What follows belongs to an exercise in optimizing a design on an open flow for small area, a short achievable clock period and few clock cycles; a production flow would make more cautious choices.
Only simulation tests tie the RTL to the original design; equivalence was not proved.
Power figures rest on the tool's default switching activity, not on a simulated workload.

## lua_cpu
module lua_cpu (
	input logic clk,
	input logic rst,
	input logic start,
	input lua_cpu_pkg::cmd_e n,
	input lua_cpu_pkg::word_t dataa,
	input lua_cpu_pkg::word_t datab,
	output logic done,
	output lua_cpu_pkg::word_t result,
	output lua_cpu_pkg::word_t mem_address,
	output lua_cpu_pkg::word_t mem_writedata,
	output logic mem_read,
	output logic mem_write,
	input lua_cpu_pkg::word_t mem_readdata,
	input logic mem_waitrequest
);
	localparam logic [2:0] S_IDLE = 3'd0;
	localparam logic [2:0] S_RPC = 3'd1;	 
	localparam logic [2:0] S_FETCH = 3'd2;	 
	localparam logic [2:0] S_DUMP = 3'd3;	 
	localparam logic [2:0] S_DUMPT = 3'd4;	 
	logic [2:0] st;
	logic rd, wr;
	logic [31:0] addr, wdata, ir;
	logic [4:0] tl;
	logic ex;	 
	logic [4:0] widx, ridx;
	logic wen_v, wen_t, ren;
	logic [31:0] ldv_data;
	logic [4:0] ldt_data;
	logic [31:0] base;
	logic [31:0] V [32];
	logic [4:0] T [32];
	logic [31:0] val, dirty;
	logic any_dirty;
	assign mem_read = rd;
	assign mem_write = wr;
	assign mem_address = addr;
	assign mem_writedata = wdata;
	assign result = ir;
	logic acc;
	assign acc = (rd || wr) && !mem_waitrequest;
	logic in_move, move_acc;
	assign in_move = (mem_readdata[6-1:0] == 6'd0);
	assign move_acc = (st == S_FETCH) && acc && in_move;
	logic ld_val, ld_type;
  ...
Size in the first run: ~1400 flip-flops, roughly 200 I/O pins.
==> flow/config.mk <==
export PLATFORM = sky130hd
export DESIGN_NAME = lua_cpu
export DESIGN_NICKNAME = lua_cpu
export VERILOG_FILES = /design/flow/design.v
export SDC_FILE = /design/flow/constraint.sdc
export NUM_CORES = 4
export LEC_CHECK = 0
export ABC_CLOCK_PERIOD_IN_PS = 4000
export CAP_MARGIN = 20
export CORE_MARGIN = 2
export CORE_UTILIZATION = 55
export PLACE_DENSITY = 0.65
export SLEW_MARGIN = 20
==> flow/constraint.sdc <==
create_clock -name core_clock -period 13.0 [get_ports {clk}]
set_input_delay 2.6000 -clock core_clock [delete_from_list [all_inputs] [get_ports {clk}]]
set_output_delay 2.6000 -clock core_clock [all_outputs]
set_load 0.01 [all_outputs]
standard.sh (not shown) runs the stock make flow with config.mk's settings and CLKGATE_MAP_FILE= SYNTH_SCRIPT=/design/flow/synth_recipe.tcl, a recipe that flattens the netlist after the stock synthesis.
==> flow/flow/run.sh <==
#!/bin/bash
# The standard layout (the standard.sh, unchanged synthesis), with the
# timing repair after CTS and global routing asked to aim well below the
# clock period. Constraints and the clock period are the design's.
bash standard.sh SETUP_SLACK_MARGIN=8.7 finish > standard.log 2>&1
The baseline finished with timing, DRC and antenna clean.
Testbench counts at the start, summed over its fixed seeds: cycles 44,547.
==> next run, changes <==
==> flow/run.sh (new file) <==
#!/bin/bash
# synth_recipe.tcl (not shown) runs the flow's synth.tcl, then flattens the netlist and writes it again
# the make line also repeats each setting of config.mk as NAME=value (left out here)
make -C /OpenROAD-flow-scripts/flow DESIGN_CONFIG=/design/flow/config.mk WORK_HOME=/design/flow/orfs CLKGATE_MAP_FILE= SYNTH_SCRIPT=/design/flow/synth_recipe.tcl finish
removed: flow/flow/run.sh
removed: flow/standard.sh
Effect: Non-clock buffer count falls by 50; cell count falls slightly; clock power falls by a few percent; hold slack gets better by 3.8 ps; first-iteration DRC count falls by a few percent.
==> next run, changes <==
==> flow/flow/run.sh (new file) <==
#!/bin/bash
# The standard layout (the standard.sh, unchanged synthesis) with these
# optimiser settings changed; constraints and clock period are the design's:
#  - timing repair aims for a large setup margin (a period well below 13 ns)
#  - sizing may pick cells of any footprint
#  - ports are buffered with buf_4 cells
bash standard.sh SETUP_SLACK_MARGIN=9 MATCH_CELL_FOOTPRINT=0 \
	"BUFFER_PORTS_ARGS=-buffer_cell sky130_fd_sc_hd__buf_4" finish > standard.log 2>&1
==> flow/standard.sh (new file) <==
#!/bin/bash
# synth_recipe.tcl (not shown) runs the flow's synth.tcl, then flattens the netlist and writes it again
# the make line also repeats each setting of config.mk as NAME=value (left out here)
make -C /OpenROAD-flow-scripts/flow DESIGN_CONFIG=/design/flow/config.mk WORK_HOME=/design/flow/orfs CLKGATE_MAP_FILE= SYNTH_SCRIPT=/design/flow/synth_recipe.tcl "${@:-finish}"
removed: flow/run.sh
After rerunning: Synthesized cell count is unchanged. Worst setup slack gains 960 ps. Core utilization goes up by 0.59 points.

what the ideal ports hide:
In the flow no input, the clock included, has a driving cell. The finished layouts below were timed again as built, in two steps.
Step 1: set_driving_cell puts a clkbuf_16 on clk and a buf_2 on each other input, an assumption about the parent block.
Step 2, shift: input delay + t, output delay - t, t = (earliest + latest rising clock arrival at the registers) / 2. This alone moves slack from input paths to output paths.
Slacks: no drivers / after step 1 / after step 2; pairs: no drivers / after step 1.
| run | t (ns) | slack for setup (ns) | hold WS [ns] | clock arrival spread, ns | slew at the worst register clock pin (ns) |
|---|---|---|---|---|---|
| the first run | 0.850 | 8.691 / 8.664 / 7.916 | 0.488 / 0.488 / 0.488 | 0.036 / 0.036 | 0.07 / 0.07 |
| the second run | 0.822 | 7.989 / 8.016 / 7.195 | 0.492 / 0.492 / 0.492 | 0.038 / 0.037 | 0.07 / 0.07 |
| the third run | 0.833 | 8.949 / 8.881 / 8.192 | 0.494 / 0.494 / 0.494 | 0.034 / 0.033 | 0.07 / 0.07 |
After both steps setup and hold are still met in every run listed. For the second run, which loses most, drivers alone change the setup slack by +0.027 ns; drivers and shift together by -0.794 ns.
